This design comes from an exercise in tuning for small area on the open sky130 flow, not from production work. Function was checked by simulation only, so behaviour that the tests miss may differ from the original. Power and IR drop assume default switching activity.

==> design.v <==
module column_pool_writer #(
    parameter int IMG_ROW = 54,
    parameter int SHIFT   = 4,
    parameter int ADDR_W  = 12
) (
    input  logic                    clk,
    input  logic                    reset,
    input  logic                    frame_start,
    input  logic [ADDR_W-1:0]       base_addr,
    input  logic                    pool_en,
    input  logic [IMG_ROW-1:0]      in_done,
    input  logic [IMG_ROW*16-1:0]   in_value,
    output logic                    wr_en,
    output logic [ADDR_W-1:0]       wr_addr,
    output logic [IMG_ROW*8-1:0]    wr_data,
    output logic                    busy,
    output logic                    overrun
);
    logic [IMG_ROW-1:0]        mask;
    logic [IMG_ROW-1:0][7:0]   acc_n;      
    logic [IMG_ROW-1:0][7:0]   acc_nxt;
    logic                      phase;
    logic                      pool_q;
    logic [ADDR_W-1:0]         addr_cnt;
    logic                      col_done;
    logic                      do_write;
    logic [IMG_ROW*8-1:0]      wr_data_n;
    logic                      no_write;
    function automatic logic fits(input logic [15:0] v);
        fits = (v[15:11] == 5'b11111) || (v[15:11] == 5'b00000);
    endfunction
    function automatic logic [7:0] quantize(input logic [15:0] v);
        quantize = fits(v) ? v[11:4] : {v[15], {7{!v[15]}}};
    endfunction
    function automatic logic qgt(input logic [15:0] v, input logic [7:0] b);
        logic g;
        g = 1'b0;
        for (int k = 0; k < 7; k++)
            g = (v[k+4] & !b[k]) | ((v[k+4] | !b[k]) & g);
        g = (!v[11] & b[7]) | ((!v[11] | b[7]) & g);
        qgt = fits(v) ? g : !v[15];
    endfunction
    assign col_done = &(mask | in_done);
    assign do_write = !frame_start && col_done && !(pool_q && !phase);
    assign busy     = (mask != '0) | phase;
    always_comb begin
        for (int i = 0; i < IMG_ROW; i++) begin
            acc_nxt[i] = ~acc_n[i];
            if (in_done[i] && !mask[i] && (!phase || qgt(in_value[i*16 +: 16], ~acc_n[i])))
                acc_nxt[i] = quantize(in_value[i*16 +: 16]);
        end
    end
    always_ff @(posedge clk) begin
        acc_n <= ~acc_nxt;
    end
    always_ff @(posedge clk or posedge reset) begin
        if (reset) begin
            mask    <= '0;
            overrun <= 1'b0;
        end else if (frame_start) begin
            mask    <= '0;
            overrun <= 1'b0;
        end else begin
            if ((in_done & mask) != '0)
                overrun <= 1'b1;
            mask <= col_done ? '0 : (mask | in_done);
        end
    end
    always_ff @(posedge clk) begin
        if (do_write)
            wr_data_n <= ~acc_nxt;
    end
    assign wr_data = ~wr_data_n & {(IMG_ROW*8){!no_write}};
    always_ff @(posedge clk or posedge reset) begin
        if (reset) begin
            phase    <= 1'b0;
            pool_q   <= 1'b0;
            addr_cnt <= '0;
            wr_en    <= 1'b0;
            wr_addr  <= '0;
            no_write <= 1'b1;
        end else begin
            wr_en <= do_write;
            if (frame_start) begin
                phase    <= 1'b0;
                pool_q   <= pool_en;
                addr_cnt <= base_addr;
            end else if (col_done) begin
                phase <= pool_q && !phase;
            end
            if (do_write) begin
                wr_addr  <= addr_cnt;
                addr_cnt <= addr_cnt + ADDR_W'(1);
                no_write <= 1'b0;
            end
        end
    end
endmodule
==> flow/run.sh <==
#!/bin/bash
# Own layout flow: the standard flow (standard.sh) with three changes:
#  - synthesis maps logic with an area-oriented ABC script (flow/area.abc);
#  - the port buffers that global placement inserts are buf_1 cells;
#  - clock tree synthesis uses smaller buffers and no dummy loads.
# Each tool's output is logged under orfs/logs/ (ORFS), plus make's output in
# flow_make.log here.
set -euo pipefail
W=$(pwd)
F=$W/flow
cat "$F/abc_hook.tcl" "$W/synth_recipe.tcl" > "$W/own_synth.tcl"
sed "s#SYNTH_SCRIPT=[^ ]*#SYNTH_SCRIPT=$W/own_synth.tcl#" "$W/standard.sh" > "$W/own_standard.sh"
grep -q "SYNTH_SCRIPT=$W/own_synth.tcl" "$W/own_standard.sh"
export MY_ABC_SCRIPT=$F/area.abc
export CTS_ARGS="-sink_clustering_enable -repair_clock_nets -dont_use_dummy_load -buf_list sky130_fd_sc_hd__clkbuf_16 -sink_clustering_size 30 -sink_clustering_max_diameter 100"
export BUFFER_PORTS_ARGS="-buffer_cell sky130_fd_sc_hd__buf_1"
bash "$W/own_standard.sh" > "$W/flow_make.log" 2>&1
==> flow/abc_hook.tcl <==
proc abc {args} {
  set i [lsearch -exact $args -script]
  if {$i >= 0} { lset args [expr {$i + 1}] $::env(MY_ABC_SCRIPT) }
  yosys abc {*}$args
}
==> flow/area.abc <==
&get -n
&st
&synch2
&dch -f
&nf -R 1000 -p
&put
==> standard.sh <==
#!/bin/bash
# synth_recipe.tcl (not shown) runs the flow's synth.tcl, then flattens the netlist and writes it again
# the make line also repeats each setting of config.mk as NAME=value (left out here)
make -C /OpenROAD-flow-scripts/flow DESIGN_CONFIG=/design/flow/config.mk WORK_HOME=/design/flow/orfs CLKGATE_MAP_FILE= SYNTH_SCRIPT=/design/flow/synth_recipe.tcl "${@:-finish}"
==> config.mk <==
export PLATFORM = sky130hd
export DESIGN_NAME = column_pool_writer
export DESIGN_NICKNAME = column_pool_writer
export VERILOG_FILES = /design/flow/design.v
export SDC_FILE = /design/flow/constraint.sdc
export NUM_CORES = 4
export LEC_CHECK = 0
export CAP_MARGIN = 20
export CORE_AREA = 5 5 485 485
export DIE_AREA = 0 0 490 490
export SLEW_MARGIN = 20
==> constraint.sdc <==
create_clock -name core_clock -period 6.0 [get_ports {clk}]
set_input_delay 1.2000 -clock core_clock [delete_from_list [all_inputs] [get_ports {clk}]]
set_output_delay 1.2000 -clock core_clock [all_outputs]
set_load 0.01 [all_outputs]
==> results.toml, run 1 <==
[status]
status = "timing/DRC/antenna clean"

[sta]
max_freq_ghz = 0.242
hold_viol = 0
worst_pin_slew_ps = 906
period_minus_slack_ps = 4130
setup_ws_ps = 1870
slew_headroom_pct = 39.4
final.setup.tns_ps = 0
finClkSkew_ps = 96.4
setup_viol = 0
finalMaxSlewViolations = 0
rsz0062_at_grt = "false"
period_share_pct = 68.9

[route]
wl_per_cell_um = 28.4
drtAntennaViolNets = 0
wl_um = 224000
first_iter_violations = 2657
drcViolationCount = 0
firstDrtPassIters = 6
dr_total_vias = 37000
via_per_inst = 4.70

[floorplan]
start_util_pct = 17.0
die_h_um = 490
core_um2 = 230000
io_pins = 1381
rows = 176
die_area_um2 = 240000
die-width_um = 490

[synthesis]
synth_mux_area_share_pct = 0.375
synth-simple-area-share_pct = 14.2
netlist_area_um2 = 39000
synth_warnings = 1
ys_ff_latch = 947
async_flop_share_pct = 8.76
yosysMostFrequentCell = "nor2_1"
synth_top_family_by_area = "compound AO/OA/AOI/OAI gates"
synth_edf_count = 432
yosysTopAreaCell = "edfxtp_1"
synth_compound_area_share_pct = 24.6
synthAdderAreaFrac_pct = 0.0321
avgSynthCellArea_um2 = 11.1
ys_types = 34
ys_seq_area_share_pct = 60.7
synth_common_cells = "nor2_1, dfxtp_1, edfxtp_1, a211oi_1, a21o_1"
ys.flop_type = "edfxtp_1"
synth-xor-area-share_pct = 0.0224
yosys.area.top_type_share_pct = 33.2
synth_area_leaders = "edfxtp_1, dfxtp_1, a211oi_1, a21o_1, nor2_1"
synth_cells = 3532
synth_fp_nets = 4467

[critical_path]
reg2reg_setup_slack_ps = 2420
cp_data_arrival_time_ps = 2930
crit_path_end_kind = "primary output"
cp.required_ps = 4800
cp_max_fo = 51
r2r-start = "mask[4]"
worstRegToRegCells = 9
cp-startpoint = "no_write"
cp-start-kind = "flip-flop"
path_class = "flip-flop to primary output"

[power_and_ir_drop]
ir_worst_vdd_mv = 0.235
p_per_area_nw_per_um2 = 268
p_leak_nw = 17.5

[clocking]
htreeDepth = 2
cts-hold-fix-buffers = 0
cts_tree = "built"
cts_root_buffer = "clkbuf_16"
clk_latency_ps = 730
cts.sinks = 947
ctsResizeCount = 0
cts.clk_slew.worst_paths_ps = 90
cts_buffers = 46
postCtsSetupRepairBufs = 0
cts_max_path_buffers = 3

[layout]
syn2layout_area_growth_pct = 25.8
final_layout_size_suffix_gt1_share_pct = 2.52
fin_nets = 5745
fin_cells = 7882

[worst_hold_path]
worstHoldPathType = "flip-flop to flip-flop"
hold_path_depth = 1
min_from = "wr_addr[9]"

[placement]
place_inst = 7788
pre_cts_slack_ps = 1300
place_congestion = 0.998
dp_hpwl_um = 189000
numPortBuffers = 1164

[global_route]
grt_max_degree = 91
grt-ovfl-total = 0
grt_pass1_wl_um = 298000
antenna_found_initial = 104
grt_usage_pct = 17.6
grt_pass1_vias = 35700

[job]
maxCapViolations = 0
==> critical path, stage by stage (launching register included) <==
cell and delay, ps:
dfstp_4 1150, buf_4 560, nor2_1 150, buf_1 350
==> cell usage in the layout, fill, tap and decap left out, types with 48 or more instances in the layout <==
cell type,synthesis,layout
nand4_1,69,69
dfrtp_1,82,81
nand3_1,62,62
nor4_1,102,101
dfxtp_1,432,432
a221oi_1,92,92
a21o_1,378,378
buf_4,0,59
edfxtp_1,432,432
nand2_1,139,139
a21oi_1,135,135
nor2_1,713,710
nand3b_1,110,110
a22oi_1,63,63
o22ai_1,156,156
buf_1,0,1164
a211oi_1,379,379
diode_2,0,48
o21ai_0,57,57
o211ai_1,54,54
==> metal layers <==
metal	track usage [%]	part of all wire, %	vias up
met2	28.7	45	1813
li1	-	-	16600
met3	6.42	9.8	347
met1	20.9	40	18200
met5	0	0.043	-
met4	7.35	4.7	14
==> sequential cells by signal, summed over array words and instances (netlist names), 12 cells and up <==
register   count
mask          54
wr_addr       12
addr_cnt      12
wr_data_n    432
acc_n        432
==> per-stage QoR <==
stage,instance area [µm²],util [%],total power [mW],hold slack [ps]
finish,49100,21.4,13.1,491
global route,49000,21.4,13.8,506
CTS,49000,21.3,13.3,452
detailed placement,47800,20.8,9.78,466
global placement,47800,20.8,9.74,454
floorplan,39100,-,8.81,443
==> final timing paths <==
| check | to |
|---|---|
| worst max-delay path | wr_data[59] |
| worst min-delay path | wr_addr[9] |
| worst max register to register | wr_data_n[90] |
| worst min register to register | wr_addr[9] |
| max in group asynchronous | mask[29] |
| min in group asynchronous | wr_en |
==> cell families (layout without fill, tap and decap cells) <==
logic type | after synthesis | after routing
flops | 947 | 947
xor+xnor | 1 | 1
other cells | 0 | 48
buf+inv | 3 | 1279
fa+ha+maj | 1 | 1
compound gates | 1350 | 1350
simple gates | 1217 | 1217
mux | 13 | 13
==> power by group <==
part | switching (mW) | total [mW] | internal [mW]
sequential | 0.421 | 7.72 | 7.30
clock | 2.13 | 3.49 | 1.37
combinational | 1.17 | 1.93 | 0.760
total | 3.72 | 13.1 | 9.43
==> final cells by class <==
type	count	area, µm²
Antenna cell	48	120
Clock buffer	46	1150
Fill cell	25300	181000
Inverter	3	13.8
Multi-Input combinational cell	2582	15400
Sequential cell	947	23700
Tap cell	3026	3790
Timing Repair Buffer	1230	4950
==> run 2, diff against run 1 <==
--- a/flow/run.sh
+++ b/flow/run.sh
@@ -12,6 +12,6 @@
 sed "s#SYNTH_SCRIPT=[^ ]*#SYNTH_SCRIPT=$W/own_synth.tcl#" "$W/standard.sh" > "$W/own_standard.sh"
 grep -q "SYNTH_SCRIPT=$W/own_synth.tcl" "$W/own_standard.sh"
 export MY_ABC_SCRIPT=$F/area.abc
-export CTS_ARGS="-sink_clustering_enable -repair_clock_nets -dont_use_dummy_load -buf_list sky130_fd_sc_hd__clkbuf_16 -sink_clustering_size 30 -sink_clustering_max_diameter 100"
+export CTS_ARGS="-sink_clustering_enable -repair_clock_nets -dont_use_dummy_load -buf_list sky130_fd_sc_hd__clkbuf_8 -sink_clustering_size 12 -sink_clustering_max_diameter 50"
 export BUFFER_PORTS_ARGS="-buffer_cell sky130_fd_sc_hd__buf_1"
 bash "$W/own_standard.sh" > "$W/flow_make.log" 2>&1
==> config.mk (replaced) <==
export PLATFORM = sky130hd
export DESIGN_NAME = column_pool_writer
export DESIGN_NICKNAME = column_pool_writer
export VERILOG_FILES = /design/flow/design.v
export SDC_FILE = /design/flow/constraint.sdc
export NUM_CORES = 4
export LEC_CHECK = 0
export CAP_MARGIN = 0
export CORE_AREA = 5 5 795 185
export DIE_AREA = 0 0 800 190
export SLEW_MARGIN = 0
==> run 2 against run 1 <==
  * Cell area is 3.0% lower
  * Cell count down 14%
  * Count of clock-buffer cells in the layout grew 43
  * Register-to-register slack got worse by 50 ps
  * Routed wire length down 17%
  * Sequential share of layout area rose by 1.5 points
  * Critical path depth did not move
  * Hold slack got worse by 2.8 ps
  * Global-route usage up 5.3 points
  * Largest power group unchanged
  * Highest routed layer unchanged
==> results.toml, run 2 <==
[critical_path]
crit_path_max_incr_delay_ps = 1170
path_class = "flip-flop to primary output"
crit_path_end_kind = "primary output"
cp-start-kind = "flip-flop"
cp.required_ps = 4800
crit_slowest_cell = "dfstp_4"
cp_max_fo = 60
cp_data_arrival_time_ps = 2890
worstRegToRegCells = 8
critical_path.cell_chain = "buf_4, nor2_1, buf_1"

[clocking]
htreeDepth = 3
cts.clk_slew.worst_paths_ps = 90
clk_latency_ps = 750
cts-hold-fix-buffers = 0
ctsResizeCount = 0
cts_buffers = 89
cts_root_buffer = "clkbuf_8"
cts_max_path_buffers = 3
postCtsSetupRepairBufs = 0
cts_tree = "built"
cts.sinks = 947

[power_and_ir_drop]
ir_worst_vdd_mv = 0.124
intPower_mw = 9.37
seqPwrFrac_pct = 58.3
p_leak_nw = 17.4
switching_share_pct = 29.0
p_sw_mw = 3.84
report.power.total_mw = 13.2
combPwrFrac_pct = 14.5
clkPwrFrac_pct = 27.2
p_per_area_nw_per_um2 = 278

[floorplan]
start_util_pct = 27.5
die_h_um = 190
rows = 66
io_pins = 1381
die_area_um2 = 152000
die-width_um = 800
core_um2 = 142000

[layout]
layout_commonest_cell = "buf_1"
fin_nets = 5756
fin_cells = 6782
fill_cells = 14700
top_regs = "acc_n x432, wr_data_n x432, mask x54"
final_layout_size_suffix_gt1_share_pct = 2.72
final_cell_mix = "buf_1, nor2_1, dfxtp_1, edfxtp_1, a211oi_1"
syn2layout_area_growth_pct = 21.9
multiInputGateArea_um2 = 15300
final-seq-area_um2 = 23700

[route]
firstDrtPassIters = 6
wl_per_cell_um = 27.3
via_per_inst = 5.48
drtAntennaViolNets = 0
first_iter_violations = 3924
dr_total_vias = 37200
wl_um = 185000
drcViolationCount = 0

[synthesis]
synth_edf_count = 432
synth_cells = 3532
yosysTopAreaCell = "edfxtp_1"
async_flop_share_pct = 8.76
ys_types = 34
yosysMostFrequentCell = "nor2_1"
synth_fp_nets = 4467
synth_common_cells = "nor2_1, dfxtp_1, edfxtp_1, a211oi_1, a21o_1"
synth_area_leaders = "edfxtp_1, dfxtp_1, a211oi_1, a21o_1, nor2_1"
ys.flop_type = "edfxtp_1"
netlist_area_um2 = 39000
synth_warnings = 1
ys_ff_latch = 947
ys_seq_area_share_pct = 60.7
yosys.area.top_type_share_pct = 33.2
avgSynthCellArea_um2 = 11.1

[sta]
hold_viol = 0
max_freq_ghz = 0.245
hold_ws_ps = 488
rsz0062_at_grt = "false"
slew_headroom_pct = 22.4
finalMaxSlewViolations = 0
final.setup.tns_ps = 0
worst_pin_slew_ps = 1160
period_minus_slack_ps = 4090
finClkSkew_ps = 69.1
setup_viol = 0
period_share_pct = 68.2

[status]
status = "timing/DRC/antenna clean"

[placement]
place_congestion = 0.990
dp_hpwl_um = 149000
numPortBuffers = 1164
place_inst = 6668

[global_route]
grt_usage_pct = 22.9
grt_pass1_vias = 33500
grt_pass1_wl_um = 251000
grt-ovfl-total = 0
antenna_found_initial = 52
grt_max_degree = 107

[job]
maxCapViolations = 0

[worst_hold_path]
worstHoldPathType = "primary input to asynchronous set/reset pin"
-- run 2: through the flow --
stage	setup slack, ps	util, %	cell area (µm²)
floorplan	-3400	-	39100
global placement	1420	32.7	46300
detailed placement	1310	32.7	46300
CTS	1780	33.5	47500
global route	1730	33.6	47600
finish	1910	33.6	47600
-- run 2: final cells by class --
class                           instances  area share [%]
Tap cell                             1938            5.10
Multi-Input combinational cell       2582            32.2
Antenna cell                           25           0.131
Clock buffer                           89            2.57
Inverter                                3          0.0289
Timing Repair Buffer                 1198            10.1
Sequential cell                       947            49.8
-- run 2: critical path: cells and delay by family, from the launching register on --
kind,cells,cell delay (ps)
simple gates,1,110
flops,1,1170
buf+inv,2,780
-- run 2: power groups by stage --
stage	Clock (mW)	Sequential [mW]	Combinational, mW
after floorplan	0	7.70	1.11
after global placement	0	7.82	1.85
after detailed placement	0	7.82	1.86
after CTS	3.63	7.68	1.88
after global routing	3.90	7.75	2.10
final	3.59	7.70	1.92
-- run 2: logic make-up after synthesis --
group                    after synthesis  synth area share [%]
flip-flops                           947                  60.7
multiplexers                          13                 0.375
buffers and inverters                  3                0.0288
AO/OA/AOI/OAI                       1350                  24.6
adder cells (fa/ha/maj)                1                0.0321
AND/OR/NAND/NOR                     1217                  14.2
XOR/XNOR                               1                0.0224
-- run 2: worst paths after layout --
path,slack (ps),from,end
max,1910,no_write,wr_data[259]
max in group asynchronous,4430,reset,mask[32]
max reg2reg,2370,mask[42],wr_data_n[146]
min in group core_clock,490,acc_n[152],acc_n[152]
min reg2reg,490,acc_n[152],acc_n[152]
min,490,reset,mask[47]
-- run 2: layer usage --
| layer | vias up | share of wire (%) | GRT usage [%] |
|---|---|---|---|
| met5 | - | 0.038 | 0 |
| met4 | 10 | 2.9 | 6.22 |
| met3 | 279 | 7.7 | 4.04 |
| met2 | 1572 | 47 | 37.2 |
| met1 | 18700 | 43 | 31.5 |
| li1 | 16700 | - | - |
==> run 3, diff against run 2 <==
--- a/design.v
+++ b/design.v
@@ -34,7 +34,7 @@
     endfunction
     function automatic logic qgt(input logic [15:0] v, input logic [7:0] b);
         logic g;
-        g = 1'b0;
+        g = 1'b1;
         for (int k = 0; k < 7; k++)
             g = (v[k+4] & !b[k]) | ((v[k+4] | !b[k]) & g);
         g = (!v[11] & b[7]) | ((!v[11] | b[7]) & g);
--- a/config.mk
+++ b/config.mk
@@ -5,7 +5,7 @@
 export SDC_FILE = /design/flow/constraint.sdc
 export NUM_CORES = 4
 export LEC_CHECK = 0
-export CAP_MARGIN = 0
+export CAP_MARGIN = 20
 export CORE_AREA = 5 5 795 185
 export DIE_AREA = 0 0 800 190
-export SLEW_MARGIN = 0
+export SLEW_MARGIN = 20
==> run 3 against run 2 <==
  * Sequential share of layout area rose by 0.22 points
  * Flip-flop and latch count did not move
  * Critical path type unchanged
  * Still clean
  * Sequential power barely moved
  * Largest cell class unchanged
  * Die area did not move
==> results.toml, run 3 <==
[floorplan]
rows = 66
die-width_um = 800
die_area_um2 = 152000
die_h_um = 190
core_um2 = 142000
io_pins = 1381
start_util_pct = 27.5

[power_and_ir_drop]
switching_share_pct = 28.8
combPwrFrac_pct = 14.2
seqPwrFrac_pct = 58.6
report.power.total_mw = 13.1
clkPwrFrac_pct = 27.2
p_leak_nw = 17.4
p_per_area_nw_per_um2 = 277
p_sw_mw = 3.78
ir_worst_vdd_mv = 0.143
intPower_mw = 9.34

[layout]
multiInputGateArea_um2 = 15300
top_regs = "acc_n x432, wr_data_n x432, mask x54"
fin_cells = 6790
final_layout_size_suffix_gt1_share_pct = 2.67
syn2layout_area_growth_pct = 21.7
layout_commonest_cell = "buf_1"
final-seq-area_um2 = 23700
fin_nets = 5764
fill_cells = 14800
final_cell_mix = "buf_1, nor2_1, dfxtp_1, edfxtp_1, a211oi_1"

[route]
dr_total_vias = 36700
wl_um = 177000
wl_met1_um = 76500
dr_wl_met3_um = 11700
first_iter_violations = 3950
drtAntennaViolNets = 0
wl_met2_um = 82700
via_per_inst = 5.41
firstDrtPassIters = 6
drcViolationCount = 0
highest_layer = "met5"
wl_per_cell_um = 26.1

[synthesis]
synth-simple-area-share_pct = 13.6
yosysTopAreaCell = "edfxtp_1"
synth_warnings = 1
async_flop_share_pct = 8.76
netlist_area_um2 = 38900
synth_mux_area_share_pct = 0.434
avgSynthCellArea_um2 = 11.0
synth_cells = 3548
synth_common_cells = "nor2_1, dfxtp_1, edfxtp_1, a211oi_1, a21o_1"
yosysMostFrequentCell = "nor2_1"
synth_area_leaders = "edfxtp_1, dfxtp_1, a211oi_1, a21o_1, nor2_1"
synth_edf_count = 432
ys_ff_latch = 947
synth-xor-area-share_pct = 0.0900
synth_compound_area_share_pct = 25.0
ys_types = 36
ys.flop_type = "edfxtp_1"
yosys.area.top_type_share_pct = 33.3
synth_fp_nets = 4483
synthAdderAreaFrac_pct = 0.0321
synth_top_family_by_area = "compound AO/OA/AOI/OAI gates"
ys_seq_area_share_pct = 60.9

[sta]
final.setup.tns_ps = 0
slew_headroom_pct = 37.6
hold_viol = 0
rsz0062_at_grt = "false"
period_share_pct = 65.4
setup_viol = 0
setup_ws_ps = 2080
max_freq_ghz = 0.255
period_minus_slack_ps = 3920
finClkSkew_ps = 83.2
worst_pin_slew_ps = 927
hold_ws_ps = 480
finalMaxSlewViolations = 0

[placement]
pre_cts_slack_ps = 1580
numPortBuffers = 1164
place_congestion = 0.985
place_inst = 6677
dp_hpwl_um = 141000

[critical_path]
cp_data_arrival_time_ps = 2720
reg2reg_setup_slack_ps = 2330
cp-start-kind = "flip-flop"
path_class = "flip-flop to primary output"
crit_path_end_kind = "primary output"
cp.required_ps = 4800
cp_max_fo = 113

[clocking]
ctsResizeCount = 0
clk_latency_ps = 740
cts-hold-fix-buffers = 0
cts_max_path_buffers = 3
cts.sinks = 947
cts_buffers = 88
cts_tree = "built"
cts_root_buffer = "clkbuf_8"
postCtsSetupRepairBufs = 0
cts.clk_slew.worst_paths_ps = 90
htreeDepth = 3

[job]
maxCapViolations = 0

[global_route]
grt_pass1_wl_um = 242000
grt_pass1_vias = 33400
grt-ovfl-total = 0
grt_max_degree = 114
antenna_found_initial = 34
grt_usage_pct = 22.0

[status]
status = "timing/DRC/antenna clean"

[worst_hold_path]
worstHoldPathType = "flip-flop to flip-flop"
-- run 3: area by class of cell --
cell class	count	share of cell area [%]
sequential	947	50.0
multi-input combinational	2599	32.3
tap	1938	5.12
antenna	25	0.132
timing repair buffer	1191	9.89
inverter	2	0.0211
clock buffer	88	2.56
-- run 3: path summary, 6_finish.rpt --
path / start / end / cells past startpoint
setup / recovery: no_write / wr_data[371] / 3
hold / removal: acc_n[360] / acc_n[360] / 1
setup reg to reg: mask[53] / wr_data_n[389] / 8
hold reg to reg: acc_n[360] / acc_n[360] / 1
max in group asynchronous: reset / addr_cnt[3] / 3
min in group asynchronous: reset / mask[30] / 2
-- run 3: power by group through the flow --
stage,logic (mW),clock network [mW],registers [mW]
finish,1.86,3.58,7.69
global route,2.04,3.88,7.75
CTS,1.83,3.61,7.68
detailed placement,1.81,0,7.82
global placement,1.79,0,7.81
floorplan,1.09,0,7.70
-- run 3: per-stage QoR --
| stage | utilization (%) | area [µm²] |
|---|---|---|
| floorplan | - | 39000 |
| global placement | 32.5 | 46100 |
| detailed placement | 32.5 | 46100 |
| CTS | 33.4 | 47300 |
| global route | 33.4 | 47400 |
| finish | 33.4 | 47400 |
-- run 3: critical path: stages (launching register included) --
cell and delay, ps:
dfstp_4 970, buf_12 450, nor2_1 310, buf_1 200
-- run 3: logic make-up after synthesis --
kind of cell | count (synthesis)
compound gates | 1407
xor+xnor | 4
fa+ha+maj | 1
buf+inv | 2
flops | 947
mux | 15
simple gates | 1172
-- run 3: layer usage --
layer  vias up  global-route usage (%)
li1      16600                       -
met2      1414                    35.8
met5         -                       0
met1     18400                    29.9
met3       302                    3.51
met4         2                    7.16
==> run 4, diff against run 3 <==
--- a/design.v
+++ b/design.v
@@ -34,7 +34,7 @@
     endfunction
     function automatic logic qgt(input logic [15:0] v, input logic [7:0] b);
         logic g;
-        g = 1'b1;
+        g = 1'b0;
         for (int k = 0; k < 7; k++)
             g = (v[k+4] & !b[k]) | ((v[k+4] | !b[k]) & g);
         g = (!v[11] & b[7]) | ((!v[11] | b[7]) & g);
==> run 4 against run 3 <==
  * Global-route usage is 0.93 points higher
  * Sequential power about the same
  * Worst setup slack lost 160 ps
  * Clock skew is 14 ps lower
  * Utilization up 0.15 points
  * Cell area increased by 0.45%
  * Sequential share of layout area is 0.22 points lower
  * Die area is the same
  * Critical path type unchanged
==> results.toml, run 4 <==
[sta]
period_minus_slack_ps = 4090
slew_headroom_pct = 26.6
finalMaxSlewViolations = 0
setup_viol = 0
worst_pin_slew_ps = 1090
hold_viol = 0
finClkSkew_ps = 68.7
period_share_pct = 68.1
max_freq_ghz = 0.245
hold_ws_ps = 487
rsz0062_at_grt = "false"

[floorplan]
die_area_um2 = 152000
io_pins = 1381
start_util_pct = 27.5
die_h_um = 190
core_um2 = 142000
rows = 66
die-width_um = 800

[route]
firstDrtPassIters = 7
wl_per_cell_um = 27.3
dr_total_vias = 37100
via_per_inst = 5.48
wl_um = 185000
drcViolationCount = 0
drtAntennaViolNets = 0
first_iter_violations = 3914

[critical_path]
r2r-start = "mask[52]"
crit_family = "flip-flops"
cp-start-kind = "flip-flop"
reg2reg_setup_slack_ps = 2340
path_depth = 3
worst-path-buf-inv = 2
cp_data_arrival_time_ps = 2890
cp.required_ps = 4800
crit_path_end_kind = "primary output"
cp-startpoint = "no_write"
crit_slowest_cell = "dfstp_4"
r2r_end = "wr_data_n[146]"
crit_path_max_incr_delay_ps = 1160
cp_max_fo = 60
crit_path_end = "wr_data[259]"
critical_path.cell_chain = "buf_4, nor2_1, buf_1"
worstRegToRegCells = 9
path_class = "flip-flop to primary output"

[placement]
placed_area_um2 = 46300
numPortBuffers = 1164
dp_hpwl_um = 149000
place_inst = 6668
place_congestion = 0.990

[job]
maxCapViolations = 0

[layout]
layout_commonest_cell = "buf_1"
final_layout_size_suffix_gt1_share_pct = 2.72
fin_cells = 6782
final_cell_mix = "buf_1, nor2_1, dfxtp_1, edfxtp_1, a211oi_1"
final-seq-area_um2 = 23700
fin_util_pct = 33.6
syn2layout_area_growth_pct = 21.9
design_area_um2 = 47600
multiInputGateArea_um2 = 15400
fin_nets = 5756
top_regs = "acc_n x432, wr_data_n x432, mask x54"
fill_cells = 14700

[clocking]
htreeDepth = 3
cts_max_path_buffers = 3
cts_buffers = 89
clk_latency_ps = 750
cts_root_buffer = "clkbuf_8"
cts_tree = "built"
ctsResizeCount = 0
cts-hold-fix-buffers = 0
cts.clk_slew.worst_paths_ps = 90
cts.sinks = 947
postCtsSetupRepairBufs = 0

[synthesis]
synth-simple-area-share_pct = 14.2
yosysMostFrequentCell = "nor2_1"
synth_compound_area_share_pct = 24.6
synth_top_family_by_area = "compound AO/OA/AOI/OAI gates"
synth_warnings = 1
ys_seq_area_share_pct = 60.7
async_flop_share_pct = 8.76
ys_types = 34
yosys.area.top_type_share_pct = 33.2
avgSynthCellArea_um2 = 11.1
ys.flop_type = "edfxtp_1"
synth_cells = 3532
synth-xor-area-share_pct = 0.0224
synth_fp_nets = 4467
ys_ff_latch = 947
synth_edf_count = 432
synthAdderAreaFrac_pct = 0.0321
synth_area_leaders = "edfxtp_1, dfxtp_1, a211oi_1, a21o_1, nor2_1"
netlist_area_um2 = 39000
synth_mux_area_share_pct = 0.375
yosysTopAreaCell = "edfxtp_1"
synth_common_cells = "nor2_1, dfxtp_1, edfxtp_1, a211oi_1, a21o_1"

[global_route]
grt_pass1_vias = 33500
grt-ovfl-total = 0
grt_usage_pct = 22.9
grt_pass1_wl_um = 251000
grt_max_degree = 107
antenna_found_initial = 52

[power_and_ir_drop]
report.power.total_mw = 13.2
ir_worst_vdd_mv = 0.124
p_leak_nw = 17.4
p_per_area_nw_per_um2 = 277

[worst_hold_path]
worstHoldPathType = "primary input to asynchronous set/reset pin"

[status]
status = "timing/DRC/antenna clean"
## run 4: changes by cell type after synthesis, moves of 5 or more
cell / delta
o21ai_0: -124
a221oi_1: +38
o22ai_1: -6
nand3b_1: +8
nor3_1: +5
o211ai_1: +6
nand2_1: -93
nor2_1: +105
nand4_1: +5
o221ai_1: +11
nand3_1: +6
nor4_1: +7
a21oi_1: +18
## run 4: metrics by stage
step	TNS [ps]	setup WS, ps
5_1_grt	0	1730
6_report	0	1910
3_3_place_gp	0	1420
3_5_place_dp	0	1310
4_1_cts	0	1780
2_1_floorplan	-1429300	-3400
## run 4: report_power, final
part	internal, mW	switching, mW	total (mW)
Sequential	7.30	0.400	7.70
Clock	1.33	2.26	3.59
Combinational	0.747	1.17	1.92
Total	9.37	3.84	13.2
## run 4: worst min path at each step
stage / to / slack, ps / cells past startpoint
after floorplan: acc_n[0] / 440 / 1
after CTS: mask[33] / 440 / 2
after detailed placement: acc_n[224] / 460 / 1
after global placement: acc_n[216] / 460 / 1
final: mask[33] / 490 / 2
after global routing: mask[47] / 450 / 2
## run 4: final cells by class
type                       instances  area share (%)
antenna                           25           0.131
inverter                           3          0.0289
multi-input combinational       2582            32.3
sequential                       947            49.8
timing repair buffer            1198            10.1
tap                             1938            5.09
clock buffer                      89            2.57
## run 4: cells by family (layout without fill, tap and decap cells)
kind of cell / Yosys count / in the layout
AO/OA/AOI/OAI: 1350 / 1350
XOR/XNOR: 1 / 1
adder cells (fa/ha/maj): 1 / 1
buffers and inverters: 3 / 1290
flip-flops: 947 / 947
multiplexers: 13 / 13
other: 0 / 25
AND/OR/NAND/NOR: 1217 / 1217
## run 4: routing by layer
| layer | vias to the layer above | global-route usage, % | part of all wire (%) |
|---|---|---|---|
| li1 | 16700 | - | - |
| met5 | - | 0 | 0.038 |
| met3 | 276 | 4.04 | 7.5 |
| met2 | 1535 | 37.2 | 47 |
| met4 | 10 | 6.22 | 2.9 |
| met1 | 18700 | 31.5 | 43 |
==> run 5, diff against run 4 <==
--- a/flow/run.sh
+++ b/flow/run.sh
@@ -12,6 +12,6 @@
 sed "s#SYNTH_SCRIPT=[^ ]*#SYNTH_SCRIPT=$W/own_synth.tcl#" "$W/standard.sh" > "$W/own_standard.sh"
 grep -q "SYNTH_SCRIPT=$W/own_synth.tcl" "$W/own_standard.sh"
 export MY_ABC_SCRIPT=$F/area.abc
-export CTS_ARGS="-sink_clustering_enable -repair_clock_nets -dont_use_dummy_load -buf_list sky130_fd_sc_hd__clkbuf_8 -sink_clustering_size 12 -sink_clustering_max_diameter 50"
+export CTS_ARGS='-sink_clustering_enable -repair_clock_nets -dont_use_dummy_load -buf_list {sky130_fd_sc_hd__clkbuf_4 sky130_fd_sc_hd__clkbuf_8} -sink_clustering_size 10 -sink_clustering_max_diameter 40'
 export BUFFER_PORTS_ARGS="-buffer_cell sky130_fd_sc_hd__buf_1"
 bash "$W/own_standard.sh" > "$W/flow_make.log" 2>&1
==> run 5 against run 4 <==
  * Still clean on timing, DRC and antenna
  * Non-clock buffer count is the same
  * Routed wire length rose by 0.40%
  * Utilization up 0.16 points
  * Synthesized cell count unchanged
  * Flip-flop and latch count unchanged
  * First-iteration DRC count rose by 5.8%
  * Global-route usage rose by 0.088 points
  * Fmax shrank 0.70%
  * Die area did not move
  * Critical path type unchanged
  * Critical endpoint unchanged
  * Largest cell class unchanged
==> results.toml, run 5 <==
[synthesis]
ys.flop_type = "edfxtp_1"
avgSynthCellArea_um2 = 11.1
yosysTopAreaCell = "edfxtp_1"
synth_warnings = 1
synth_common_cells = "nor2_1, dfxtp_1, edfxtp_1, a211oi_1, a21o_1"
async_flop_share_pct = 8.76
ys_types = 34
synth_edf_count = 432
yosys.area.top_type_share_pct = 33.2
netlist_area_um2 = 39000
ys_seq_area_share_pct = 60.7
synth_cells = 3532
ys_ff_latch = 947
yosysMostFrequentCell = "nor2_1"
synth_fp_nets = 4467
synth_area_leaders = "edfxtp_1, dfxtp_1, a211oi_1, a21o_1, nor2_1"

[power_and_ir_drop]
report.power.total_mw = 13.5
ir_worst_vdd_mv = 0.140
p_leak_nw = 17.6
p_per_area_nw_per_um2 = 283

[sta]
rsz0062_at_grt = "false"
max_freq_ghz = 0.243
hold_viol = 0
finClkSkew_ps = 81.8
finalMaxSlewViolations = 0
hold_ws_ps = 462
setup_viol = 0
period_minus_slack_ps = 4120
worst_pin_slew_ps = 1140
period_share_pct = 68.6
slew_headroom_pct = 23.5

[floorplan]
core_um2 = 142000
die_h_um = 190
start_util_pct = 27.5
io_pins = 1381
rows = 66
die_area_um2 = 152000
die-width_um = 800

[layout]
fin_util_pct = 33.7
fill_cells = 14700
syn2layout_area_growth_pct = 22.5
top_regs = "acc_n x432, wr_data_n x432, mask x54"
final_cell_mix = "buf_1, nor2_1, dfxtp_1, edfxtp_1, a211oi_1"
layout_commonest_cell = "buf_1"
final_layout_size_suffix_gt1_share_pct = 3.04
fin_cells = 6801
final-seq-area_um2 = 23700
multiInputGateArea_um2 = 15400
fin_nets = 5772

[route]
first_iter_violations = 4140
via_per_inst = 5.48
drcViolationCount = 0
firstDrtPassIters = 6
wl_per_cell_um = 27.3
wl_um = 186000
dr_total_vias = 37300
drtAntennaViolNets = 0

[clocking]
clk_latency_ps = 770
cts.clk_slew.worst_paths_ps = 80
cts.sinks = 947
cts-hold-fix-buffers = 0
cts_max_path_buffers = 3
cts_tree = "built"
cts_root_buffer = "clkbuf_8"
cts_buffers = 105
postCtsSetupRepairBufs = 0
htreeDepth = 3
ctsResizeCount = 0

[critical_path]
cp-start-kind = "flip-flop"
cp_data_arrival_time_ps = 2920
path_class = "flip-flop to primary output"
crit_path_end_kind = "primary output"
cp.required_ps = 4800
crit_slowest_cell = "dfstp_4"
worstRegToRegCells = 9
crit_path_max_incr_delay_ps = 1160
cp_max_fo = 60
critical_path.cell_chain = "buf_4, nor2_1, buf_1"

[global_route]
grt_usage_pct = 23.0
grt_max_degree = 107
grt_pass1_vias = 33600
grt-ovfl-total = 0
antenna_found_initial = 54
grt_pass1_wl_um = 252000

[placement]
dp_hpwl_um = 149000
place_congestion = 0.990
place_inst = 6668
numPortBuffers = 1164

[worst_hold_path]
worstHoldPathType = "primary input to asynchronous set/reset pin"

[status]
status = "timing/DRC/antenna clean"

[job]
maxCapViolations = 0
[run 5: cell counts after synthesis]
Identical to the previous run, type by type.
[run 5: path summary, 6_finish.rpt]
check	start	to	slack, ps
setup / recovery	no_write	wr_data[259]	1880
hold / removal	reset	mask[33]	460
setup reg to reg	mask[52]	wr_data_n[77]	2260
hold reg to reg	wr_addr[10]	wr_addr[10]	490
max in group asynchronous	reset	phase	4430
min in group core_clock	wr_addr[10]	wr_addr[10]	490
[run 5: cells by family (layout without fill, tap and decap cells)]
kind of cell             count (synthesis)  count (layout)  share of synthesized area (%)
adder cells (fa/ha/maj)                  1               1                         0.0321
XOR/XNOR                                 1               1                         0.0224
AO/OA/AOI/OAI                         1350            1350                           24.6
flip-flops                             947             947                           60.7
AND/OR/NAND/NOR                       1217            1217                           14.2
multiplexers                            13              13                          0.375
buffers and inverters                    3            1306                         0.0288
other                                    0              28                              0
[run 5: report_power, final]
part           switching (mW)  internal [mW]
sequential              0.400           7.30
clock                    2.35           1.55
combinational            1.18          0.747
[run 5: worst max-delay path: cells and delay by family, from the launching register on]
family                 cells  cell delay (ps)
and+or+nand+nor            1              110
DFF                        1             1160
buffers and inverters      2              790
[run 5: cell type report]
type,instances,share of cell area (%)
timing repair buffer,1198,10.1
sequential,947,49.6
antenna,28,0.147
clock buffer,105,3.02
inverter,3,0.0288
tap,1938,5.07
multi-input combinational,2582,32.1
[run 5: stage by stage]
| step | instance area (µm²) | setup WS (ps) | setup TNS, ps |
|---|---|---|---|
| 4_1_cts | 47700 | 1760 | 0 |
| 6_report | 47800 | 1880 | 0 |
| 3_3_place_gp | 46300 | 1420 | 0 |
| 2_1_floorplan | 39100 | -3400 | -1429300 |
| 5_1_grt | 47800 | 1700 | 0 |
| 3_5_place_dp | 46300 | 1310 | 0 |
[run 5: per-layer routing]
metal  GRT usage (%)  wire length [µm]  vias up
li1                -                 -    16700
met1            31.5             80200    18800
met2            37.0             86300     1479
met3            4.40             13200      309
met4            6.80              5810        8
met5               0                46        -
==> run 6, diff against run 5 <==
--- a/flow/run.sh
+++ b/flow/run.sh
@@ -12,6 +12,6 @@
 sed "s#SYNTH_SCRIPT=[^ ]*#SYNTH_SCRIPT=$W/own_synth.tcl#" "$W/standard.sh" > "$W/own_standard.sh"
 grep -q "SYNTH_SCRIPT=$W/own_synth.tcl" "$W/own_standard.sh"
 export MY_ABC_SCRIPT=$F/area.abc
-export CTS_ARGS='-sink_clustering_enable -repair_clock_nets -dont_use_dummy_load -buf_list {sky130_fd_sc_hd__clkbuf_4 sky130_fd_sc_hd__clkbuf_8} -sink_clustering_size 10 -sink_clustering_max_diameter 40'
+export CTS_ARGS="-sink_clustering_enable -repair_clock_nets -dont_use_dummy_load -buf_list sky130_fd_sc_hd__clkbuf_16 -sink_clustering_size 24 -sink_clustering_max_diameter 80"
 export BUFFER_PORTS_ARGS="-buffer_cell sky130_fd_sc_hd__buf_1"
 bash "$W/own_standard.sh" > "$W/flow_make.log" 2>&1
==> run 6 against run 5 <==
  * Combinational power is essentially flat
  * Hold slack gained 31 ps
  * Critical endpoint is now wr_data_n[139]
  * Die area is the same
  * Power shrank 2.9%
  * Synthesized area is the same
  * Global-route usage shrank 0.25 points
  * Still clean
  * First-iteration DRC count shrank 2.4%
  * Flip-flop and latch count is the same
  * Non-clock buffer count is the same
  * Routed wire length shrank 0.78%
  * Cell area shrank 0.70%
==> results.toml, run 6 <==
[floorplan]
die_h_um = 190
io_pins = 1381
rows = 66
core_um2 = 142000
die-width_um = 800
die_area_um2 = 152000
start_util_pct = 27.5

[critical_path]
cp.required_ps = 6520
crit_slowest_cell = "nor4_1"
r2r_end = "wr_data_n[76]"
cp-start-kind = "primary input"
worst-path-buf-inv = 1
critical_path.cell_chain = "buf_1, nor4_1, nor2_1, a21oi_1, nand3_1, nand3b_1, nand3b_1, a211oi_1, a21o_1"
crit_path_end_kind = "flip-flop"
path_depth = 9
crit_path_end = "wr_data_n[139]"
cpMostUsedCell = "nand3b_1"
worstRegToRegCells = 9
cp_data_arrival_time_ps = 4590
cp-startpoint = "in_value[283]"
r2r-start = "mask[52]"
path_class = "primary input to flip-flop"
reg2reg_setup_slack_ps = 2370
crit_family = "simple AND/OR/NAND/NOR gates"
crit_path_max_incr_delay_ps = 850
cp_max_fo = 16

[synthesis]
yosysTopAreaCell = "edfxtp_1"
async_flop_share_pct = 8.76
ys_types = 34
synth_warnings = 1
yosysMostFrequentCell = "nor2_1"
ys_ff_latch = 947
synth_cells = 3532
yosys.area.top_type_share_pct = 33.2
synth_edf_count = 432
avgSynthCellArea_um2 = 11.1
ys_seq_area_share_pct = 60.7
netlist_area_um2 = 39000
synth_area_leaders = "edfxtp_1, dfxtp_1, a211oi_1, a21o_1, nor2_1"
synth_fp_nets = 4467
ys.flop_type = "edfxtp_1"
synth_common_cells = "nor2_1, dfxtp_1, edfxtp_1, a211oi_1, a21o_1"

[layout]
layout_commonest_cell = "buf_1"
syn2layout_area_growth_pct = 21.7
fin_nets = 5712
final_cell_mix = "buf_1, nor2_1, dfxtp_1, edfxtp_1, a211oi_1"
final_layout_size_suffix_gt1_share_pct = 1.82
fin_util_pct = 33.5
top_regs = "acc_n x432, wr_data_n x432, mask x54"

[clocking]
cts_root_buffer = "clkbuf_16"
cts_tree = "built"
cts.clk_slew.worst_paths_ps = 110
postCtsSetupRepairBufs = 0
clk_latency_ps = 650
cts_max_path_buffers = 3
cts_buffers = 45
cts-hold-fix-buffers = 0
ctsResizeCount = 0
htreeDepth = 2
cts.sinks = 947

[sta]
hold_viol = 0
final.setup.tns_ps = 0
finalMaxSlewViolations = 0
max_freq_ghz = 0.245
finClkSkew_ps = 43.8
rsz0062_at_grt = "false"
period_minus_slack_ps = 4070
period_share_pct = 67.9
slew_headroom_pct = 21.0
worst_pin_slew_ps = 1170
hold_ws_ps = 494
setup_viol = 0

[route]
drcViolationCount = 0
wl_per_cell_um = 27.4
dr_total_vias = 36900
wl_um = 184000
firstDrtPassIters = 6
first_iter_violations = 4042
via_per_inst = 5.48
drtAntennaViolNets = 0

[global_route]
grt_pass1_wl_um = 249000
antenna_found_initial = 43
grt_max_degree = 107
grt_usage_pct = 22.7
grt-ovfl-total = 0
grt_pass1_vias = 33100

[power_and_ir_drop]
p_per_area_nw_per_um2 = 277
p_sw_mw = 3.74
ir_worst_vdd_mv = 0.194
switching_share_pct = 28.4
clkPwrFrac_pct = 26.7
p_leak_nw = 17.3
combPwrFrac_pct = 14.6
seqPwrFrac_pct = 58.6
intPower_mw = 9.40
report.power.total_mw = 13.1

[placement]
dp_hpwl_um = 149000
place_congestion = 0.990
numPortBuffers = 1164

[job]
maxCapViolations = 0

[worst_hold_path]
worstHoldPathType = "flip-flop to flip-flop"

[status]
status = "timing/DRC/antenna clean"
## run 6: cell types whose count changed in the layout (fill, tap and decap cells not counted), sizes merged
cell    delta
clkbuf    -60
diode      -7
## run 6: worst min path at each step
stage / slack (ps) / startpoint / cells after the start / end
final: 490 / acc_n[168] / 1 / acc_n[168]
after CTS: 490 / acc_n[216] / 1 / acc_n[216]
after global routing: 510 / acc_n[168] / 1 / acc_n[168]
after floorplan: 440 / acc_n[0] / 1 / acc_n[0]
after detailed placement: 460 / acc_n[224] / 1 / acc_n[224]
after global placement: 460 / acc_n[216] / 1 / acc_n[216]
## run 6: area by class of cell
type | instances | area (µm²)
inverters | 3 | 13.8
clock buffers | 45 | 1130
diodes | 21 | 52.6
fillers | 14700 | 94300
well taps | 1938 | 2420
multi-input cells | 2582 | 15400
flip-flops and latches | 947 | 23700
repair buffers | 1198 | 4810
## run 6: through the flow
step	cells	setup WS (ps)	area [µm²]
finish	6734	1930	47500
global route	6726	1690	47500
CTS	6713	1910	47400
detailed placement	6668	1310	46300
global placement	6668	1420	46300
floorplan	3532	-3400	39100
## run 6: metal layers
metal | vias up | GRT usage (%) | part of all wire (%) | wire, µm
met2 | 1486 | 37.4 | 47 | 86600
met3 | 253 | 3.45 | 6.9 | 12800
met5 | - | 0 | 0.022 | 41
li1 | 16600 | - | - | -
met4 | 6 | 5.48 | 2.8 | 5080
met1 | 18600 | 31.6 | 43 | 79700
## run 6: power by group through the flow
stage	combinational [mW]	clock, mW	sequential, mW
3_5_place_dp	1.86	0	7.82
3_3_place_gp	1.85	0	7.82
6_report	1.92	3.51	7.70
2_1_floorplan	1.11	0	7.70
4_1_cts	1.88	3.54	7.68
5_1_grt	2.10	3.79	7.75
## run 6: cell families after synthesis
kind of cell    share of synthesized area, %
xor+xnor                              0.0224
simple gates                            14.2
flops                                   60.7
mux                                    0.375
fa+ha+maj                             0.0321
buf+inv                               0.0288
compound gates                          24.6
==> run 7, diff against run 6 <==
--- a/design.v
+++ b/design.v
@@ -34,7 +34,7 @@
     endfunction
     function automatic logic qgt(input logic [15:0] v, input logic [7:0] b);
         logic g;
-        g = 1'b0;
+        g = 1'b1;
         for (int k = 0; k < 7; k++)
             g = (v[k+4] & !b[k]) | ((v[k+4] | !b[k]) & g);
         g = (!v[11] & b[7]) | ((!v[11] | b[7]) & g);
==> run 7 against run 6 <==
  * Still clean on timing, DRC and antenna
  * Synthesized area shrank 0.28%
  * Non-clock buffer count shrank 7
  * Sequential share of layout area grew 0.19 points
  * Worst setup slack gained 120 ps
  * Count of clock-buffer cells in the layout is the same
  * Register-to-register slack lost 90 ps
  * Clock power is essentially flat
  * Die area is the same
  * Synthesized cell count grew 0.45%
  * Flip-flop and latch count is the same
  * Cell count grew 0.27%
  * Cell area shrank 0.37%
  * Largest power group unchanged
==> results.toml, run 7 <==
[critical_path]
cp.required_ps = 6180
worstRegToRegCells = 8
crit_path_end = "wr_data_n[259]"
r2r-start = "mask[53]"
crit_path_end_kind = "flip-flop"
crit_slowest_cell = "buf_4"
reg2reg_setup_slack_ps = 2280
path_class = "primary input to flip-flop"
crit_path_max_incr_delay_ps = 600
worst-path-buf-inv = 3
cp_data_arrival_time_ps = 4140
crit_family = "simple AND/OR/NAND/NOR gates"
r2r_end = "wr_data_n[259]"
cp-startpoint = "in_done[34]"
path_depth = 9
cp-start-kind = "primary input"
cp_max_fo = 53
critical_path.cell_chain = "buf_1, nor2_1, nor4_1, nand2_1, nor4_4, nand2_2, nor2_4, buf_12, buf_4"

[layout]
fill_cells = 14700
final_cell_mix = "buf_1, nor2_1, dfxtp_1, edfxtp_1, a211oi_1"
fin_nets = 5721
layout_commonest_cell = "buf_1"
final_layout_size_suffix_gt1_share_pct = 1.80
syn2layout_area_growth_pct = 21.5
top_regs = "acc_n x432, wr_data_n x432, mask x54"
fin_cells = 6752

[global_route]
antenna_found_initial = 42
grt-ovfl-total = 0
grt_usage_pct = 21.8
grt_pass1_wl_um = 241000
grt_max_degree = 114
grt_pass1_vias = 33100

[synthesis]
synth_common_cells = "nor2_1, dfxtp_1, edfxtp_1, a211oi_1, a21o_1"
synth_edf_count = 432
yosysMostFrequentCell = "nor2_1"
synth_cells = 3548
synth_area_leaders = "edfxtp_1, dfxtp_1, a211oi_1, a21o_1, nor2_1"
yosys.area.top_type_share_pct = 33.3
netlist_area_um2 = 38900
ys.flop_type = "edfxtp_1"
ys_ff_latch = 947
async_flop_share_pct = 8.76
ys_seq_area_share_pct = 60.9
avgSynthCellArea_um2 = 11.0
ys_types = 36
synth_warnings = 1
yosysTopAreaCell = "edfxtp_1"
synth_fp_nets = 4483

[route]
drcViolationCount = 0
dr_total_vias = 36400
drtAntennaViolNets = 0
first_iter_violations = 3640
firstDrtPassIters = 6
wl_um = 176000
wl_per_cell_um = 26.1
via_per_inst = 5.40

[sta]
slew_headroom_pct = 37.8
period_share_pct = 66.0
setup_ws_ps = 2040
period_minus_slack_ps = 3960
final.setup.tns_ps = 0
hold_ws_ps = 483
finClkSkew_ps = 102
hold_viol = 0
max_freq_ghz = 0.253
finalMaxSlewViolations = 0
rsz0062_at_grt = "false"
worst_pin_slew_ps = 936
setup_viol = 0

[power_and_ir_drop]
seqPwrFrac_pct = 59.0
p_sw_mw = 3.65
combPwrFrac_pct = 14.3
report.power.total_mw = 13.0
intPower_mw = 9.38
p_leak_nw = 17.3
switching_share_pct = 28.0
p_per_area_nw_per_um2 = 275
clkPwrFrac_pct = 26.7
ir_worst_vdd_mv = 0.196

[status]
status = "timing/DRC/antenna clean"

[floorplan]
die-width_um = 800
start_util_pct = 27.5
rows = 66
core_um2 = 142000
die_area_um2 = 152000
io_pins = 1381
die_h_um = 190

[placement]
place_congestion = 0.985
place_inst = 6677
numPortBuffers = 1164
pre_cts_slack_ps = 1580
dp_hpwl_um = 141000

[job]
maxCapViolations = 0

[clocking]
cts_buffers = 45
htreeDepth = 2
cts_tree = "built"
cts.clk_slew.worst_paths_ps = 100
cts-hold-fix-buffers = 0
clk_latency_ps = 650
cts.sinks = 947
postCtsSetupRepairBufs = 0
cts_max_path_buffers = 3
ctsResizeCount = 0
cts_root_buffer = "clkbuf_16"

[worst_hold_path]
worstHoldPathType = "flip-flop to flip-flop"
==> run 7: how the worst min path moves through the flow <==
stage                     startpoint         end  depth (start not counted)
after floorplan             acc_n[0]    acc_n[0]                          1
after global placement    acc_n[112]  acc_n[112]                          1
after detailed placement  acc_n[264]  acc_n[264]                          1
after CTS                  acc_n[80]   acc_n[80]                          1
after global routing       acc_n[16]   acc_n[16]                          1
final                     acc_n[360]  acc_n[360]                          1
==> run 7: power by group through the flow <==
stage / combinational (mW) / clock, mW / sequential, mW
after global placement: 1.79 / 0 / 7.81
final: 1.86 / 3.48 / 7.69
after CTS: 1.83 / 3.53 / 7.68
after floorplan: 1.09 / 0 / 7.70
after detailed placement: 1.81 / 0 / 7.82
after global routing: 2.04 / 3.79 / 7.75
==> run 7: layout make-up <==
cell class / count / area (µm²) / area share, %
repair buffers: 1191 / 4680 / 9.90
well taps: 1938 / 2420 / 5.13
inverters: 2 / 10.0 / 0.0212
clock buffers: 45 / 1130 / 2.38
diodes: 30 / 75.1 / 0.159
multi-input cells: 2599 / 15300 / 32.3
flip-flops and latches: 947 / 23700 / 50.1
==> run 7: logic make-up after synthesis <==
family	synth area share [%]
flops	60.9
mux	0.434
compound gates	25.0
buf+inv	0.0193
xor+xnor	0.0900
fa+ha+maj	0.0321
simple gates	13.6
==> run 7: per-stage QoR <==
stage	area [µm²]	utilization (%)
after global placement	46100	32.5
final	47300	33.4
after floorplan	39000	-
after detailed placement	46100	32.5
after global routing	47300	33.4
after CTS	47200	33.3
==> run 7: metal layers <==
layer,share of wire [%],global-route usage [%],routed length (µm),up-vias
li1,-,-,-,16500
met1,43,29.8,75800,18300
met2,47,35.5,82900,1337
met3,6.4,3.40,11200,279
met4,3.5,7.23,6180,2
met5,0.011,0,19,-
==> run 8, diff against run 7 <==
==> flow/area.abc (replaced) <==
&get -n
&st
&synch2 -K 8
&dch -f
&nf -R 1000 -p -C 32
&put
--- a/config.mk
+++ b/config.mk
@@ -8,4 +8,5 @@
 export CAP_MARGIN = 20
 export CORE_AREA = 5 5 795 185
 export DIE_AREA = 0 0 800 190
+export PLACE_DENSITY = 0.4
 export SLEW_MARGIN = 20
==> run 8 against run 7 <==
  * Clock skew fell by 66 ps
  * Cell area fell by 0.21%
  * Flip-flop and latch count did not move
  * Global-route usage fell by 0.86 points
  * Register-to-register slack barely moved
  * Clock power rose by 2%
  * Fmax fell by 3.6%
  * Count of clock-buffer cells in the layout did not move
  * Critical path type unchanged
  * Largest power group unchanged
  * Highest routed layer unchanged
==> results.toml, run 8 <==
[placement]
place_inst = 6631
place_congestion = 0.858
dp_hpwl_um = 132000
numPortBuffers = 1164

[layout]
multiInputGateArea_um2 = 15100
top_regs = "acc_n x432, wr_data_n x432, mask x54"
fin_nets = 5675
layout_commonest_cell = "buf_1"
final_cell_mix = "buf_1, nor2_1, dfxtp_1, edfxtp_1, a211oi_1"
final-seq-area_um2 = 23700
fill_cells = 15000
fin_cells = 6686
fin_util_pct = 33.3
final_layout_size_suffix_gt1_share_pct = 1.92
syn2layout_area_growth_pct = 21.7

[route]
dr_wl_met3_um = 5300
via_per_inst = 5.19
firstDrtPassIters = 6
wl_met1_um = 74900
first_iter_violations = 2196
drcViolationCount = 0
dr_total_vias = 34700
drtAntennaViolNets = 0
wl_per_cell_um = 25.1
wl_um = 168000
wl_met2_um = 84900
highest_layer = "met5"

[critical_path]
crit_path_end_kind = "flip-flop"
crit_family = "simple AND/OR/NAND/NOR gates"
cp-start-kind = "primary input"
path_class = "primary input to flip-flop"
cp_data_arrival_time_ps = 4430
reg2reg_setup_slack_ps = 2280
cp_max_fo = 60
cp.required_ps = 6330
path_depth = 8
crit_slowest_cell = "or4b_4"
critical_path.cell_chain = "buf_1, nor2_1, nor4_1, nand4_1, or4b_4, nor3_4, buf_12, buf_4"
crit_path_max_incr_delay_ps = 620
worst-path-buf-inv = 3
worstRegToRegCells = 7

[floorplan]
core_um2 = 142000
io_pins = 1381
die-width_um = 800
die_area_um2 = 152000
die_h_um = 190
rows = 66
start_util_pct = 27.4

[clocking]
htreeDepth = 2
cts.clk_slew.worst_paths_ps = 100
ctsResizeCount = 0
cts_tree = "built"
postCtsSetupRepairBufs = 0
cts_max_path_buffers = 3
cts_buffers = 45
cts.sinks = 947
cts_root_buffer = "clkbuf_16"
cts-hold-fix-buffers = 0
clk_latency_ps = 670

[power_and_ir_drop]
intPower_mw = 9.40
p_per_area_nw_per_um2 = 276
clkPwrFrac_pct = 27.3
p_leak_nw = 17.3
combPwrFrac_pct = 13.4
ir_worst_vdd_mv = 0.168
report.power.total_mw = 13.0
p_sw_mw = 3.62
switching_share_pct = 27.8
seqPwrFrac_pct = 59.3

[sta]
max_freq_ghz = 0.244
setup_viol = 0
hold_viol = 0
finClkSkew_ps = 36.1
period_minus_slack_ps = 4110
hold_ws_ps = 482
final.setup.tns_ps = 0
finalMaxSlewViolations = 0
worst_pin_slew_ps = 962
slew_headroom_pct = 35.7
rsz0062_at_grt = "false"
period_share_pct = 68.4

[synthesis]
synth_edf_count = 432
ys.flop_type = "edfxtp_1"
synth_fp_nets = 4427
async_flop_share_pct = 8.76
yosys.area.top_type_share_pct = 33.4
synth_area_leaders = "edfxtp_1, dfxtp_1, a211oi_1, a21o_1, nor2_1"
ys_ff_latch = 947
yosysMostFrequentCell = "nor2_1"
synth_warnings = 1
yosysTopAreaCell = "edfxtp_1"
synth_common_cells = "nor2_1, dfxtp_1, edfxtp_1, a211oi_1, a21o_1"
synth_cells = 3492
ys_types = 40
ys_seq_area_share_pct = 61.1
netlist_area_um2 = 38800
avgSynthCellArea_um2 = 11.1

[global_route]
grt_pass1_vias = 33500
grt_usage_pct = 21.0
grt-ovfl-total = 0
grt_max_degree = 89
grt_pass1_wl_um = 236000
antenna_found_initial = 23

[status]
status = "timing/DRC/antenna clean"

[worst_hold_path]
worstHoldPathType = "flip-flop to flip-flop"
hold_path_depth = 1

[job]
maxCapViolations = 0
## run 8: cell types whose count changed after synthesis, moves of 4 or more
cell,previous run,this run
mux2_1,15,9
nand3b_1,102,54
nor2_1,608,603
a21oi_1,117,110
nand3_1,56,4
o21ai_0,181,168
o211ai_1,48,54
a311o_1,0,54
o221ai_1,6,0
and3_1,4,0
nand2_1,232,241
## run 8: area by class of cell
cell class | count | share of cell area, %
diodes | 10 | 0.0530
well taps | 1938 | 5.14
multi-input cells | 2542 | 32.0
clock buffers | 45 | 2.39
repair buffers | 1201 | 10.2
flip-flops and latches | 947 | 50.2
inverters | 3 | 0.0318
## run 8: through the flow
step / cell area, µm² / setup WS [ps]
detailed placement: 46000 / 1230
CTS: 47200 / 1950
finish: 47200 / 1890
floorplan: 38800 / -7750
global route: 47200 / 1770
global placement: 46000 / 1200
## run 8: worst paths after layout
path / from / end
max: in_done[5] / wr_data_n[41]
min: acc_n[384] / acc_n[384]
max reg2reg: mask[5] / wr_data_n[41]
min reg2reg: acc_n[384] / acc_n[384]
max in group asynchronous: reset / mask[30]
min in group asynchronous: reset / addr_cnt[1]
## run 8: power groups by stage
stage / clock network, mW / logic, mW / registers (mW)
floorplan: 0 / 1.10 / 7.72
global placement: 0 / 1.72 / 7.87
detailed placement: 0 / 1.73 / 7.86
CTS: 3.71 / 1.74 / 7.72
global route: 3.96 / 1.96 / 7.79
finish: 3.56 / 1.74 / 7.72
## run 8: logic make-up (layout without fill, tap and decap cells)
family	Yosys count	after routing	synth area share, %
buffers and inverters	3	1249	0.0290
AO/OA/AOI/OAI	1446	1446	26.3
other	0	10	0
adder cells (fa/ha/maj)	1	1	0.0323
AND/OR/NAND/NOR	1081	1081	12.2
flip-flops	947	947	61.1
XOR/XNOR	4	4	0.0904
multiplexers	10	10	0.287
## run 8: metal layers
metal / GRT usage, % / up-vias
met5: 0 / -
met4: 3.26 / 4
met3: 2.66 / 137
met2: 37.3 / 564
met1: 27.8 / 17500
li1: - / 16400
==> run 9, diff against run 8 <==
--- a/config.mk
+++ b/config.mk
@@ -8,5 +8,4 @@
 export CAP_MARGIN = 20
 export CORE_AREA = 5 5 795 185
 export DIE_AREA = 0 0 800 190
-export PLACE_DENSITY = 0.4
 export SLEW_MARGIN = 20
==> run 9 against run 8 <==
  * Still clean on timing, DRC and antenna
  * Worst setup slack better by 57 ps
  * Critical path depth did not move
  * Clock skew up 17 ps
  * Sequential power barely moved
  * Highest routed layer unchanged
==> results.toml, run 9 <==
[clocking]
cts.clk_slew.worst_paths_ps = 110
postCtsSetupRepairBufs = 0
cts_max_path_buffers = 3
cts_tree = "built"
htreeDepth = 2
cts_buffers = 45
clk_latency_ps = 650
cts-hold-fix-buffers = 0
cts_root_buffer = "clkbuf_16"
cts.sinks = 947
ctsResizeCount = 0

[critical_path]
r2r-start = "mask[30]"
crit_path_end_kind = "flip-flop"
cp-start-kind = "primary input"
cp_data_arrival_time_ps = 4540
r2r_end = "wr_data_n[404]"
reg2reg_setup_slack_ps = 2140
worstRegToRegCells = 7
cp.required_ps = 6500
crit_path_max_incr_delay_ps = 760
cp_max_fo = 16
critical_path.cell_chain = "buf_1, nor4_1, nor2_1, a21oi_1, a311o_1, nand3b_1, a211oi_1, a21o_1"
crit_slowest_cell = "nor4_1"
path_class = "primary input to flip-flop"

[synthesis]
synth_top_family_by_area = "compound AO/OA/AOI/OAI gates"
synth_area_leaders = "edfxtp_1, dfxtp_1, a211oi_1, a21o_1, nor2_1"
synth_common_cells = "nor2_1, dfxtp_1, edfxtp_1, a211oi_1, a21o_1"
synth_fp_nets = 4427
synth-xor-area-share_pct = 0.0903
synth_cells = 3492
async_flop_share_pct = 8.76
synth_warnings = 1
ys_seq_area_share_pct = 61.1
synth_mux_area_share_pct = 0.287
synth_compound_area_share_pct = 26.3
avgSynthCellArea_um2 = 11.1
synth-simple-area-share_pct = 12.2
synthAdderAreaFrac_pct = 0.0323
yosysMostFrequentCell = "nor2_1"
yosysTopAreaCell = "edfxtp_1"
ys_types = 40
ys_ff_latch = 947
ys.flop_type = "edfxtp_1"
synth_edf_count = 432
netlist_area_um2 = 38800
yosys.area.top_type_share_pct = 33.4

[worst_hold_path]
worstHoldPathType = "primary input to asynchronous set/reset pin"

[power_and_ir_drop]
clkPwrFrac_pct = 26.6
p_per_area_nw_per_um2 = 279
intPower_mw = 9.41
ir_worst_vdd_mv = 0.191
p_sw_mw = 3.78
combPwrFrac_pct = 14.9
p_leak_nw = 17.4
switching_share_pct = 28.7
seqPwrFrac_pct = 58.5

[sta]
period_minus_slack_ps = 4050
final.setup.tns_ps = 0
setup_viol = 0
period_share_pct = 67.5
rsz0062_at_grt = "false"
setup_ws_ps = 1950
slew_headroom_pct = 18.9
finalMaxSlewViolations = 0
worst_pin_slew_ps = 1210
finClkSkew_ps = 52.9
max_freq_ghz = 0.247
hold_viol = 0

[placement]
placed_area_um2 = 46100
dp_hpwl_um = 143000
pre_cts_slack_ps = 1410
place_inst = 6634
place_congestion = 0.972
numPortBuffers = 1164

[floorplan]
die_area_um2 = 152000
core_um2 = 142000
die-width_um = 800
start_util_pct = 27.4
io_pins = 1381
rows = 66
die_h_um = 190

[layout]
fin_util_pct = 33.3
final_layout_size_suffix_gt1_share_pct = 1.98
layout_commonest_cell = "buf_1"
fin_cells = 6711
design_area_um2 = 47300
fin_nets = 5678
final_cell_mix = "buf_1, nor2_1, dfxtp_1, edfxtp_1, a211oi_1"
top_regs = "acc_n x432, wr_data_n x432, mask x54"
syn2layout_area_growth_pct = 21.9

[route]
drcViolationCount = 0
first_iter_violations = 4009
firstDrtPassIters = 6
drtAntennaViolNets = 0
wl_per_cell_um = 26.5
dr_total_vias = 36400
via_per_inst = 5.43
wl_um = 178000

[global_route]
grt_usage_pct = 22.0
grt_max_degree = 83
grt_pass1_wl_um = 240000
grt_pass1_vias = 32700
busiest_layer = "met2"
met1_usage_pct = 30.8
grt-ovfl-total = 0
met3_usage_pct = 3.35
grtUsageMet2_pct = 34.6
antenna_found_initial = 46

[status]
status = "timing/DRC/antenna clean"

[job]
maxCapViolations = 0
run 9: cell count changes in the layout (fill, tap and decap cells not counted), sizes merged:
| cell | previous run | this run |
|---|---|---|
| diode | 10 | 32 |
| buf | 1201 | 1204 |
run 9: critical path: cells and delay by family:
| family | cells | cell delay [ps] |
|---|---|---|
| AND/OR/NAND/NOR | 3 | 1590 |
| buffers and inverters | 1 | 180 |
| AO/OA/AOI/OAI | 4 | 1560 |
run 9: per-stage QoR:
stage,power (mW),hold WS (ps)
after floorplan,8.82,443
after detailed placement,9.74,462
final,13.2,419
after CTS,13.2,385
after global routing,13.7,396
after global placement,9.71,457
run 9: routing by layer:
layer  vias to the layer above  wire length, µm  part of all wire [%]
li1                      16500                -                     -
met1                     18300            77400                    43
met2                      1425            81300                    46
met3                       256            12400                   7.0
met4                         4             6910                   3.9
met5                         -               19                 0.011
run 9: worst max path at each step:
stage,startpoint,endpoint,slack [ps],depth (start not counted)
2_1_floorplan,in_done[8],wr_en,-7750,5
3_3_place_gp,in_value[11],wr_data_n[7],1450,7
3_5_place_dp,in_done[34],wr_data_n[63],1410,8
4_1_cts,no_write,wr_data[97],2020,3
5_1_grt,in_done[28],wr_data_n[404],1920,8
6_report,in_value[11],wr_data_n[5],1950,8
run 9: power by group through the flow:
stage | Sequential, mW | Combinational, mW | Clock (mW)
after floorplan | 7.72 | 1.10 | 0
after global placement | 7.83 | 1.88 | 0
after detailed placement | 7.84 | 1.90 | 0
after CTS | 7.70 | 1.92 | 3.54
after global routing | 7.77 | 2.13 | 3.78
final | 7.72 | 1.97 | 3.50
run 9: final cells by class:
cell class                      instances  area, µm²
Inverter                                3       15.0
Multi-Input combinational cell       2542      15100
Clock buffer                           45       1130
Timing Repair Buffer                 1204       4820
Fill cell                           14800      94500
Antenna cell                           32       80.1
Sequential cell                       947      23700
Tap cell                             1938       2420
run 9: cell families (layout without fill, tap and decap cells):
group / Yosys count / count (layout)
AND/OR/NAND/NOR: 1081 / 1081
multiplexers: 10 / 10
AO/OA/AOI/OAI: 1446 / 1446
adder cells (fa/ha/maj): 1 / 1
XOR/XNOR: 4 / 4
buffers and inverters: 3 / 1252
other: 0 / 32
flip-flops: 947 / 947

what the ideal ports hide:
The results above use ideal ports. As a check the final layouts listed here were re-extracted and re-timed, cells and wires unchanged. Step 1: set_driving_cell puts a clkbuf_16 on clk and a buf_2 on each other input, an assumption about the parent block. Step 2 also shifts input and output timing later by t, the mid clock arrival at the registers, as if the neighbouring blocks saw the same clock. Slacks: no drivers / after step 1 / after step 2; pairs: no drivers / after step 1.
| run | shift t [ns] | setup slack, ns | latest minus earliest clock arrival (ns) |
|---|---|---|---|
| run 1 | 0.760 | 1.866 / 1.787 / 1.323 | 0.096 / 0.097 |
| run 2 | 0.789 | 1.911 / 1.837 / 1.340 | 0.070 / 0.070 |
| run 3 | 0.774 | 2.075 / 1.998 / 1.397 | 0.088 / 0.087 |
| run 4 | 0.788 | 1.912 / 1.838 / 1.338 | 0.069 / 0.069 |
| run 5 | 0.802 | 1.884 / 1.807 / 1.231 | 0.107 / 0.108 |
| run 6 | 0.710 | 1.925 / 1.945 / 1.270 | 0.045 / 0.044 |
| run 7 | 0.679 | 2.041 / 2.058 / 1.383 | 0.105 / 0.105 |
| run 8 | 0.728 | 1.894 / 1.938 / 1.210 | 0.037 / 0.038 |
| run 9 | 0.701 | 1.951 / 1.950 / 1.249 | 0.053 / 0.053 |
After both steps setup and hold are still met in every run listed. The setup slack of run 9, which loses most, moves by -0.001 ns with the drivers and by -0.702 ns with both steps.
